What follows belongs to an exercise in optimizing a design on an open flow for small area and few clock cycles per item; a production flow would make more cautious choices.
Function was checked by simulation only, so behaviour that the tests miss may differ from the original.

Setup of v18:
Design stereo_voice_volume_pan_law, start of the top module:
module stereo_voice_volume_pan_law (
  input  logic        clk_i,
  input  logic        rst_ni,
  input  logic        in_valid_i,
  output logic        in_ready_o,
  input  logic [6:0]  in_voice_level_i,
  input  logic [6:0]  in_cmd_volume_i,
  input  logic [6:0]  in_cmd_pan_i,
  input  logic [6:0]  in_tone_volume_i,
  input  logic [6:0]  in_tone_pan_i,
  input  logic [6:0]  in_program_volume_i,
  output logic        out_valid_o,
  input  logic        out_ready_i,
  output logic [13:0] out_left_level_o,
  output logic [13:0] out_right_level_o,
  input  logic        cfg_we_i,
  input  logic [1:0]  cfg_idx_i,
  input  logic [6:0]  cfg_data_i
);
Size in the first run: roughly 5600 cells after synthesis, roughly 86 I/O pins, roughly 0.061 mm2 of cells after synthesis.
export LEC_CHECK = 0
export CAP_MARGIN = 20
export CORE_MARGIN = 2
export CORE_UTILIZATION = 55
export CTS_BUF_LIST = sky130_fd_sc_hd__clkbuf_8
export CTS_CLUSTER_DIAMETER = 70
export CTS_CLUSTER_SIZE = 15
export PLACE_DENSITY = 0.8
export SLEW_MARGIN = 20
export SYNTH_HIERARCHICAL = 1
export SYNTH_MINIMUM_KEEP_SIZE = 0
create_clock -name core_clock -period 7.0 [get_ports {clk_i}]
standard.sh (not shown) runs the stock make flow with config.mk's settings and CLKGATE_MAP_FILE= SYNTH_SCRIPT=/design/flow/synth_recipe.tcl, a recipe that flattens the netlist after the stock synthesis.
==> flow/flow/run.sh <==
#!/bin/bash
# The standard layout (standard.sh, all steps) with two settings of its own:
#  - each port gets a sky130_fd_sc_hd__buf_1 as its buffer (the standard flow
#    picks a larger delay buffer);
#  - clock tree synthesis uses clkbuf_8 leaf clusters of at most 15 sinks and
#    inserts no dummy loads.
# standard.sh's full output goes to standard.log in this folder.
set -euo pipefail
export BUFFER_PORTS_ARGS="-buffer_cell sky130_fd_sc_hd__buf_1"
export CTS_ARGS="-sink_clustering_enable -repair_clock_nets -dont_use_dummy_load -buf_list sky130_fd_sc_hd__clkbuf_8 -sink_clustering_size 15 -sink_clustering_max_diameter 70"
bash standard.sh finish > standard.log 2>&1
Having completed the whole flow, v18 delivered a layout that passed the timing, design-rule and antenna checks.
Testbench counts of v18, summed over its fixed seeds: cycles 9,672, items 9,600.
Input-level comparison between v22 and v18:
==> flow/flow/run.sh <==
#!/bin/bash
# The standard layout (standard.sh) with settings of its own:
#  - synthesis is standard.sh's, unchanged;
#  - each port gets a sky130_fd_sc_hd__buf_1 as its buffer (the standard flow
#    picks a larger delay buffer);
#  - clock tree synthesis uses clkbuf_8 leaf clusters of at most 12 sinks and
#    inserts no dummy loads;
#  - from floorplan on, the resizer may not use the larger buffers.
# Each standard.sh run's full output goes to a log in this folder.
set -euo pipefail
bash standard.sh synth > standard_synth.log 2>&1
export BUFFER_PORTS_ARGS="-buffer_cell sky130_fd_sc_hd__buf_1"
export CTS_ARGS="-sink_clustering_enable -repair_clock_nets -dont_use_dummy_load -buf_list sky130_fd_sc_hd__clkbuf_8 -sink_clustering_size 12 -sink_clustering_max_diameter 60"
export DONT_USE_CELLS="sky130_fd_sc_hd__buf_4 sky130_fd_sc_hd__buf_6 sky130_fd_sc_hd__buf_8 sky130_fd_sc_hd__buf_12 sky130_fd_sc_hd__buf_16 sky130_fd_sc_hd__clkbuf_4 sky130_fd_sc_hd__clkbuf_16"
bash standard.sh finish > standard.log 2>&1
-- flow/config.mk --
<<< v18, line 10
export CORE_UTILIZATION = 55
>>> v22, line 10
export CORE_UTILIZATION = 40
<<< v18, line 12
export CTS_CLUSTER_DIAMETER = 70
export CTS_CLUSTER_SIZE = 15
export PLACE_DENSITY = 0.8
>>> v22, line 12
export CTS_CLUSTER_DIAMETER = 60
export CTS_CLUSTER_SIZE = 12
Findings:
Compared v22 vs v18, and minimum setup slack after placement is down in v22.
v22 ended up with a higher final critical-path share of the clock period than v18 did.
Cell count is higher on v22
From v22 to v18, area taken by multi-input logic gates did not move at all.
Fmax delta (v22 − v18): unfavourable
| worst hold slack | v22 vs v18 | 0.025 ns higher |
Between v22 and v18, the insertion delay of the later-clocked pin in the worst-skew pair is higher for v22.
| setup skew after layout | lower: v22 |
In v22 the initial core utilization turned out 15 points lower than in v18.
Inputs modified between v22 and v56:
==> flow/flow/run.sh <==
#!/bin/bash
# The standard layout (standard.sh, all steps) with two settings of its own:
#  - each port gets a sky130_fd_sc_hd__buf_1 as its buffer (the standard flow
#    picks a larger delay buffer);
#  - clock tree synthesis uses clkbuf_8 leaf clusters of at most 12 sinks and
#    inserts no dummy loads.
# standard.sh's full output goes to standard.log in this folder.
set -euo pipefail
export BUFFER_PORTS_ARGS="-buffer_cell sky130_fd_sc_hd__buf_1"
export CTS_ARGS="-sink_clustering_enable -repair_clock_nets -dont_use_dummy_load -buf_list sky130_fd_sc_hd__clkbuf_8 -sink_clustering_size 12 -sink_clustering_max_diameter 60"
bash standard.sh finish > standard.log 2>&1
-- flow/config.mk --
<<< v22, line 10
export CORE_UTILIZATION = 40
>>> v56, line 10
export CORE_UTILIZATION = 55
==> comparison <==
For v22, the critical path startpoint was r_q4[0], unlike v56, where it was r_q4[1].
Compared with v22, in v56 biggest fanout along the worst timing path went up, synthesis-to-layout area growth went down, smallest setup slack after layout went up, clock skew after layout went down.
Input changes introduced in v51 (baseline for comparison: v56):
-- flow/flow/run.sh --
<<< v56, line 5
#  - clock tree synthesis uses clkbuf_8 leaf clusters of at most 12 sinks and
>>> v51, line 5
#  - clock tree synthesis uses clkbuf_8 leaf clusters of at most 18 sinks and
<<< v56, line 10
export CTS_ARGS="-sink_clustering_enable -repair_clock_nets -dont_use_dummy_load -buf_list sky130_fd_sc_hd__clkbuf_8 -sink_clustering_size 12 -sink_clustering_max_diameter 60"
>>> v51, line 10
export CTS_ARGS="-sink_clustering_enable -repair_clock_nets -dont_use_dummy_load -buf_list sky130_fd_sc_hd__clkbuf_8 -sink_clustering_size 18 -sink_clustering_max_diameter 80"
-- flow/config.mk --
<<< v56, line 10
export CORE_UTILIZATION = 55
>>> v51, line 10
export CORE_UTILIZATION = 40
<<< v56, line 12
export CTS_CLUSTER_DIAMETER = 60
export CTS_CLUSTER_SIZE = 12
>>> v51, line 12
export CTS_CLUSTER_DIAMETER = 80
export CTS_CLUSTER_SIZE = 18
Findings:
v56 → v51: routing usage on met3 now sits lower; number of clock buffers in the layout decreased by 17 relative to the old numbers. Period utilization: v51 lower than v56. Compared to v56, v51 has time the worst path needs with I/O delays and setup 0.049 ns lower. As far as share of post-route cells with drive strength above 1 is concerned, v51 and v56 perform about the same. Relative to v56, mean routed wirelength per cell has gone down in v51.


stereo_voice_volume_pan_law, a different RTL version from the one above (not shown whole).
Size: about 5600 cells after synthesis, roughly 86 I/O pins, roughly 0.060 sq mm of cells after synthesis.
clock: 7.0 ns
lec_check: 0
cap_margin: 20
core_margin: 2
core_utilization: 40
cts_buf_list: sky130_fd_sc_hd__clkbuf_8
cts_cluster_diameter: 60
cts_cluster_size: 12
slew_margin: 20
synth_hierarchical: 1
synth_minimum_keep_size: 0
==> flow/flow/run.sh <==
#!/bin/bash
# The standard layout (standard.sh, all steps) with three settings of its own:
#  - each port gets a sky130_fd_sc_hd__buf_1 as its buffer (the standard flow
#    picks a larger delay buffer);
#  - clock tree synthesis uses clkbuf_8 leaf clusters of at most 12 sinks and
#    inserts no dummy loads;
#  - after global routing, gates on paths with positive slack are downsized
#    (RECOVER_POWER).
# standard.sh's full output goes to standard.log in this folder.
set -euo pipefail
export BUFFER_PORTS_ARGS="-buffer_cell sky130_fd_sc_hd__buf_1"
export CTS_ARGS="-sink_clustering_enable -repair_clock_nets -dont_use_dummy_load -buf_list sky130_fd_sc_hd__clkbuf_8 -sink_clustering_size 12 -sink_clustering_max_diameter 60"
export RECOVER_POWER=100
bash standard.sh finish > standard.log 2>&1
The baseline completed and failed the layout checks on max-capacitance violations, max-slew violations.
Testbench counts at the start, summed over its fixed seeds: cycles 9,672, items 9,600.
Edit:
==> flow/flow/run.sh (replaced) <==
#!/bin/bash
# The standard layout (standard.sh, all steps) with two settings of its own:
#  - each port gets a sky130_fd_sc_hd__buf_1 as its buffer (the standard flow
#    picks a larger delay buffer);
#  - clock tree synthesis uses clkbuf_8 leaf clusters of at most 12 sinks and
#    inserts no dummy loads.
# standard.sh's full output goes to standard.log in this folder.
set -euo pipefail
export BUFFER_PORTS_ARGS="-buffer_cell sky130_fd_sc_hd__buf_1"
export CTS_ARGS="-sink_clustering_enable -repair_clock_nets -dont_use_dummy_load -buf_list sky130_fd_sc_hd__clkbuf_8 -sink_clustering_size 12 -sink_clustering_max_diameter 60"
bash standard.sh finish > standard.log 2>&1
The changed run completed with no timing, DRC or antenna violations.
Synthesized cell count does not change.
Count of clock-buffer cells in the layout stays the same.
Via count hardly moves.
Core utilization came out higher by 0.12 points.
Edit:
==> flow/run.sh (new file) <==
#!/bin/bash
# synth_recipe.tcl (not shown) runs the flow's synth.tcl, then flattens the netlist and writes it again
# the make line also repeats each setting of config.mk as NAME=value (left out here)
make -C /OpenROAD-flow-scripts/flow DESIGN_CONFIG=/design/flow/config.mk WORK_HOME=/design/flow/orfs CLKGATE_MAP_FILE= SYNTH_SCRIPT=/design/flow/synth_recipe.tcl finish
- CTS_BUF_LIST: sky130_fd_sc_hd__clkbuf_8 -> default
- CTS_CLUSTER_DIAMETER: 60 -> default
- CTS_CLUSTER_SIZE: 12 -> default
removed: flow/flow/run.sh
removed: flow/standard.sh
Design area climbs by 2.4%. Worst setup slack gets better by 5.6 ps. Sequential share of layout area came out lower by 0.43 points. Utilization grows by 1.0 points. Area after synthesis stays the same. Wire length rose by 1.5%.
Edit:
- CTS_BUF_LIST: default -> sky130_fd_sc_hd__clkbuf_8
- CTS_CLUSTER_DIAMETER: default -> 60
- CTS_CLUSTER_SIZE: default -> 12
- GPL_TIMING_DRIVEN: default -> 0
The changed run completed with no timing, DRC or antenna violations.
Wire length hardly moves.
Via count increases by 2.3%.
Cell area increases by 1.0%.

## what the ideal ports hide
Ports are ideal in the flow. The routed layouts listed here were re-timed in OpenROAD. Step 1 sets driving cells, clkbuf_16 on the clock port and buf_2 on the other inputs (assumed; they add their load-dependent delay and slew). Step 2 adds t to the input delays and takes it off the output delays; t is the mean of the earliest and latest rising clock arrival at the registers after step 1. Input paths then give back, and output paths get back, about the clock's delay inside the block. a / b / c = ideal / step 1 / step 2; a / b = the first two.
run | t, ns | setup slack, ns | slew at the worst register clock pin (ns) | worst slew at a driven data input, ns | cell pins on the clock port's net
v18 | 0.715 | 0.315 / 0.315 / 0.315 | 0.10 / 0.10 | 0.11 | 1
v22 | 0.785 | 0.227 / 0.227 / 0.227 | 0.08 / 0.08 | 0.13 | 1
v56 | 0.782 | 0.282 / 0.282 / 0.282 | 0.09 / 0.09 | 0.07 | 1
v51 | 0.746 | 0.331 / 0.331 / 0.331 | 0.11 / 0.11 | 0.13 | 1
the first run of note 2 | 0.783 | 0.250 / 0.250 / -0.078 | 0.08 / 0.08 | 0.10 | 1
the second run of note 2 | 0.784 | 0.345 / 0.345 / 0.345 | 0.08 / 0.08 | 0.10 | 1
the third run of note 2 | 0.713 | 0.351 / 0.351 / 0.349 | 0.07 / 0.07 | 0.07 | 1
the fourth run of note 2 | 0.831 | 0.183 / 0.183 / 0.042 | 0.09 / 0.09 | 0.07 | 1
The setup slack of the first run of note 2, which loses most, moves by 0.000 ns with the drivers and by -0.328 ns with both steps.
